What follows belongs to an exercise in optimizing a design on an open flow for small area, a short achievable clock period and few clock cycles per item; a production flow would make more cautious choices. Only simulation tests tie the RTL to the original design; equivalence was not proved.

[design.v]
module cordic_stage #(
  parameter int XW  = 18,
  parameter int AW  = 16,
  parameter int IDX = 0
) (
  input  logic                 clk,
  input  logic                 rst,
  input  logic                 en,
  input  logic                 mode,
  input  logic signed [XW-1:0] x,
  input  logic signed [XW-1:0] y,
  input  logic signed [AW-1:0] z,
  output logic                 mode_q,
  output logic signed [XW-1:0] x_q,
  output logic signed [XW-1:0] y_q,
  output logic signed [AW-1:0] z_q
);
  function automatic int atan_cdeg(input int i);
    case (i)
      0:  atan_cdeg = 4500;
      1:  atan_cdeg = 2657;
      2:  atan_cdeg = 1404;
      3:  atan_cdeg = 713;
      4:  atan_cdeg = 358;
      5:  atan_cdeg = 179;
      6:  atan_cdeg = 90;
      7:  atan_cdeg = 45;
      8:  atan_cdeg = 22;
      9:  atan_cdeg = 11;
      10: atan_cdeg = 6;
      11: atan_cdeg = 3;
      12: atan_cdeg = 1;
      13: atan_cdeg = 1;
      default: atan_cdeg = 0;
    endcase
  endfunction
  localparam logic signed [AW-1:0] ANG = AW'(atan_cdeg(IDX));
  logic                 d_pos;
  logic signed [XW-1:0] xs, ys;
  assign d_pos = mode ? y[XW-1] : !z[AW-1];
  assign xs    = x >>> IDX;
  assign ys    = y >>> IDX;
  always_ff @(posedge clk or posedge rst) begin
    if (rst) begin
      mode_q <= 1'b0;
      x_q    <= '0;
      y_q    <= '0;
      z_q    <= '0;
    end else if (en) begin
      mode_q <= mode;
      x_q    <= d_pos ? x - ys : x + ys;
      y_q    <= d_pos ? y + xs : y - xs;
      z_q    <= d_pos ? z - ANG : z + ANG;
    end
  end
endmodule
module cordic_pipe #(
  parameter int W         = 16,
  parameter int AW        = 16,
  parameter int ITER      = 12,
  parameter int GAIN_COMP = 1
) (
  input  logic          clk,
  input  logic          rst,
  input  logic          in_valid,
  output logic          in_ready,
  input  logic          in_mode,
  input  logic [W-1:0]  in_x,
  input  logic [W-1:0]  in_y,
  input  logic [AW-1:0] in_z,
  output logic          out_valid,
  input  logic          out_ready,
  output logic          out_mode,
  output logic [W-1:0]  out_x,
  output logic [W-1:0]  out_y,
  output logic [AW-1:0] out_z
);
  localparam int XW = W + 2;
  localparam logic signed [AW-1:0] Z90  = AW'(9000);
  localparam logic signed [AW-1:0] Z180 = AW'(18000);
  localparam logic signed [XW-1:0] VMAX = XW'((1 << (W-1)) - 1);
  localparam logic signed [XW-1:0] VMIN = XW'(-(1 << (W-1)));
  logic adv;
  logic [ITER+1:0] vld_pipe;
  assign adv       = !out_valid || out_ready;
  assign in_ready  = adv;
  assign out_valid = vld_pipe[ITER+1];
  always_ff @(posedge clk or posedge rst) begin
    if (rst) vld_pipe <= '0;
    else if (adv) vld_pipe <= {vld_pipe[ITER:0], in_valid};
  end
  logic signed [XW-1:0] ext_x, ext_y, px_n, py_n, p_x, p_y;
  logic signed [AW-1:0] zi, pz_n, p_z;
  logic                 p_mode;
  assign ext_x = {{2{in_x[W-1]}}, in_x};
  assign ext_y = {{2{in_y[W-1]}}, in_y};
  assign zi    = in_z;
  always_comb begin
    px_n = ext_x;
    py_n = ext_y;
    pz_n = zi;
    if (!in_mode) begin
      if (zi > Z90) begin
        px_n = -ext_x;
        py_n = -ext_y;
        pz_n = zi - Z180;
      end else if (zi < -Z90) begin
        px_n = -ext_x;
        py_n = -ext_y;
        pz_n = zi + Z180;
      end
    end else begin
      pz_n = '0;
      if (ext_x[XW-1]) begin
        px_n = -ext_x;
        py_n = -ext_y;
        pz_n = in_y[W-1] ? -Z180 : Z180;
      end
    end
  end
  always_ff @(posedge clk or posedge rst) begin
    if (rst) begin
      p_mode <= 1'b0;
      p_x    <= '0;
      p_y    <= '0;
      p_z    <= '0;
    end else if (adv) begin
      p_mode <= in_mode;
      p_x    <= px_n;
      p_y    <= py_n;
      p_z    <= pz_n;
    end
  end
  logic [ITER-1:0]          s_mode;
  logic [ITER-1:0][XW-1:0]  s_x, s_y;
  logic [ITER-1:0][AW-1:0]  s_z;
  for (genvar i = 0; i < ITER; i++) begin : g_stage
    if (i == 0) begin : g_first
      cordic_stage #(.XW(XW), .AW(AW), .IDX(i)) u_stage (
        .clk(clk), .rst(rst), .en(adv),
        .mode(p_mode), .x(p_x), .y(p_y), .z(p_z),
        .mode_q(s_mode[i]), .x_q(s_x[i]), .y_q(s_y[i]), .z_q(s_z[i])
      );
    end else begin : g_rest
      cordic_stage #(.XW(XW), .AW(AW), .IDX(i)) u_stage (
        .clk(clk), .rst(rst), .en(adv),
        .mode(s_mode[i-1]), .x(s_x[i-1]), .y(s_y[i-1]), .z(s_z[i-1]),
        .mode_q(s_mode[i]), .x_q(s_x[i]), .y_q(s_y[i]), .z_q(s_z[i])
      );
    end
  end
  logic signed [XW-1:0] l_x, l_y, g_x, g_y;
  assign l_x = s_x[ITER-1];
  assign l_y = s_y[ITER-1];
  assign g_x = (GAIN_COMP != 0) ? (l_x >>> 1) + (l_x >>> 3) - (l_x >>> 6) - (l_x >>> 9) : l_x;
  assign g_y = (GAIN_COMP != 0) ? (l_y >>> 1) + (l_y >>> 3) - (l_y >>> 6) - (l_y >>> 9) : l_y;
  function automatic logic [W-1:0] sat(input logic signed [XW-1:0] v);
    if (v > VMAX)      sat = VMAX[W-1:0];
    else if (v < VMIN) sat = VMIN[W-1:0];
    else               sat = v[W-1:0];
  endfunction
  always_ff @(posedge clk or posedge rst) begin
    if (rst) begin
      out_mode <= 1'b0;
      out_x    <= '0;
      out_y    <= '0;
      out_z    <= '0;
    end else if (adv) begin
      out_mode <= s_mode[ITER-1];
      out_x    <= sat(g_x);
      out_y    <= sat(g_y);
      out_z    <= s_z[ITER-1];
    end
  end
endmodule
[run.sh]
#!/bin/bash
# synth_recipe.tcl (not shown) runs the flow's synth.tcl, then flattens the netlist and writes it again
# the make line also repeats each setting of config.mk as NAME=value (left out here)
make -C /OpenROAD-flow-scripts/flow DESIGN_CONFIG=/design/flow/config.mk WORK_HOME=/design/flow/orfs CLKGATE_MAP_FILE= SYNTH_SCRIPT=/design/flow/synth_recipe.tcl finish
[config.mk]
export PLATFORM = sky130hd
export DESIGN_NAME = cordic_pipe
export DESIGN_NICKNAME = cordic_pipe
export VERILOG_FILES = /design/flow/design.v
export SDC_FILE = /design/flow/constraint.sdc
export NUM_CORES = 4
export LEC_CHECK = 0
export CAP_MARGIN = 20
export CORE_MARGIN = 2
export CORE_UTILIZATION = 40
export SLEW_MARGIN = 20
[constraint.sdc]
create_clock -name core_clock -period 4.4 [get_ports {clk}]
set_input_delay 0.8800 -clock core_clock [delete_from_list [all_inputs] [get_ports {clk}]]
set_output_delay 0.8800 -clock core_clock [all_outputs]
set_load 0.01 [all_outputs]
==> results.txt <==
GPL Wtd Cong - 0.8724
Top-count cell post-synth - nand2_1
Initial DRC count - 2720
Hpwl dp - 117.0 mm
Fmax - 0.2338 GHz
Util after Layout - 44.78%
Antenna Nets Post-Route - 0
Clock Tree Buf Depth - 3
Via count - 51743
I/O Buffers - 103
Status - timing/DRC/antenna clean
CP Launch Point - g_stage[11].g_rest.u_stage.x_q[1]
Routed wire per std cell - 16.01 µm
Pin count of the biggest net entering global routing - 218
Clock Root Buffer - clkbuf_16
Final nets - 8303
DRC - 0
Yosys cell types - 87
Crit path launch type - flop
Syn Area/Cell - 8.329 µm²
CTS tree - built
Die ar. - 158200 µm²
Core Region - 154000 µm²
Hold buffer count at cts - 0
Clock sink total - 749
Io pins - 104
Ratio of cells with drive above 1 in the final layout - 4.982%
Worst-Margin Slew - 0.9548 ns
Fill count - 15318
Multi-input gate area - 40820 µm²
Vias/cell - 5.383
Antenna cells - 0
Worst clock skew - 0.04736 ns
Overflow after GRT - 0
Die height - 397.7 µm
Initial antenna violation count - 0
Top post-synthesis cells by area - dfrtp_1, ha_1, a21oi_1
Die W - 397.7 µm
Headroom to the max-slew limit - 36.35%
Syn Inst Count - 7444
Synthesized net count - 8254
Synth Cell Area - 62000 µm²
Area Overhead vs Synth - 11.27%
Share of flip-flops with an asynchronous set or reset - 100.0%
Worst skew pair latency - 0.70 ns
Starting Density - 40.25%
Gr usage total - 19.27%
Yosys top cell by area - dfrtp_1
Final Hold Vio Count - 0
Total wire length - 153.9 mm
Max cap viols - 0
Seq/Total Area, Yosys - 30.23%
Worst-path fanout max - 7
Post-synth top cells - nand2_1, a21oi_1, nor2_1, dfrtp_1, ha_1
Pre-Repair DR Iteration Count - 5
Post-synth EDFFs - 0
First-pass GRT wire length - 256.6 mm
Reg area - 18740 µm²
Endpoints failing setup - 0
CP required - 4.99 ns
Rows - 144
Yosys reg bits - 749
Main synth FF type - dfrtp_1
Final Max Tran Viols - 0
Worst-path clk slew - 0.06 ns
Setup TNS - 0 ns
WP data arrival - 4.86 ns
Crit. End Element - flop
Worst min path class - flop to flop
Fin crit period - 4.277 ns
Total CTS buffers - 93
Final period util - 97.21%
Synth warn - 13
Worst reg2reg startpoint - g_stage[11].g_rest.u_stage.x_q[1]
Top-area cell type share of the netlist area - 30.23%
Hold wc startpoint - g_stage[7].g_rest.u_stage.z_q[1]
Vias in the first global route - 50283
CTS H-tree depth - 3
Crit path kind - flop to flop
[repair_timing]
action	in CTS	in global routing
cloned	0	2
buffers inserted	0	3
gates resized for setup	2	14
setup endpoints to repair	30	33
pin swaps	1	10
[cell families (layout without fill, tap and decap cells)]
family                     after synthesis  in the layout  synth area share (%)
AOI/OAI and AO/OA                     2172           2172                 21.57
and+or+nand+nor                       2288           2288                 16.21
xor gates and xnor gates               772            772                 10.91
DFF                                    749            749                 30.23
muxes                                   39             39                0.6720
adders and majority gates              757            757                 16.33
buffers and inverters                  667            791                 4.082
[area by class of cell]
cell class                      count  share of cell area (%)
Clock inverter                     42                  0.7980
Tap cell                         2044                   3.707
Clock buffer                      128                   3.928
Inverter                          421                   2.307
Multi-Input combinational cell   6028                   59.17
Timing Repair Buffer              200                   2.916
Sequential cell                   749                   27.17
[metal layers]
metal,share of wire [%],vias to the layer above,global-route usage (%)
li1,-,26175,-
met1,47,24784,25.86
met2,49,627,33.44
met3,2.9,157,1.910
met4,1.6,0,4.173
met5,0,-,0
[path summary, 6_finish.rpt]
check	end	slack, ns	cells after the start
max	out_x[14]	0.12	17
min in group asynchronous	g_stage[9].g_rest.u_stage.z_q[8]	0.64	2
max reg2reg	out_x[14]	0.12	17
min	g_stage[8].g_rest.u_stage.z_q[1]	0.45	1
max in group asynchronous	g_stage[1].g_rest.u_stage.y_q[17]	2.62	3
min reg2reg	g_stage[8].g_rest.u_stage.z_q[1]	0.45	1
[flip-flops by register name, summed over array words and instances, names as in the netlist, 11 cells and up]
register and flops:
out_z 16, vld_pipe 14, g_stage.g_rest.u_stage.mode_q 11, g_stage.g_first.u_stage.y_q 18, g_stage.g_first.u_stage.x_q 17, g_stage.g_first.u_stage.z_q 16
p_x 18, out_x 16, p_y 18, p_z 16, g_stage.g_rest.u_stage.z_q 176, g_stage.g_rest.u_stage.y_q 197
g_stage.g_rest.u_stage.x_q 197, out_y 16
[worst max-delay path, cell delays in order, from the launching register on]
cell and delay (ns):
dfrtp_1 0.40, fa_1 0.54, inv_1 0.05, fa_1 0.47
inv_1 0.04, ha_2 0.18, fa_2 0.35, a211oi_2 0.24
o21a_1 0.20, o31ai_2 0.09, o41ai_2 0.39, o21ai_2 0.13
a31oi_4 0.22, a21oi_2 0.07, o2bb2ai_2 0.18, a21oi_4 0.10
clkbuf_16 0.20, a221o_1 0.29
[cell usage in the layout, fill, tap and decap left out, drive strengths merged, types with 63 or more instances in the layout]
master,n
nand2,845
a21oi,806
nor2,754
dfrtp,749
ha,670
o21ai,519
inv,422
xnor2,412
xor2,360
nor3,206
a21o,182
clkbuf,129
clkdlybuf4s50,103
nand3,100
buf,96
o31ai,89
fa,87
a31oi,80
o21bai,77
a211oi,75
o21a,67
nor2b,63
[stage by stage]
step / instances / hold slack [ns] / worst slack (ns) / area [µm²]
after detailed placement: 9437 / 0.4452 / -0.1240 / 65590
after global placement: 9437 / 0.4439 / -0.07976 / 65590
after global routing: 9612 / 0.4705 / -0.04671 / 68990
after floorplan: 7444 / 0.4300 / -6.747 / 62010
final: 9612 / 0.4516 / 0.1227 / 68990
after CTS: 9607 / 0.4448 / 0.01738 / 68870
Testbench counts, summed over its fixed seeds: cycles 8,112, items 8,000.

-- static timing again, ports no longer ideal --
In the flow no input, the clock included, has a driving cell. The finished layout below was timed again as built, in two steps.
Step 1, drivers: a clkbuf_16 drives clk and a buf_2 each remaining input, both assumed.
Step 2 also shifts input and output timing later by t, the mid clock arrival at the registers, as if the neighbouring blocks saw the same clock.
a / b / c = ideal / step 1 / step 2; a / b = the first two.
t, ns: 0.756
setup WS [ns]: 0.123 / 0.123 / 0.123
latest minus earliest clock arrival (ns): 0.050 / 0.050
After both steps this run still meets setup and hold. For this run, drivers alone change the setup slack by 0.000 ns; drivers and shift together by 0.000 ns.
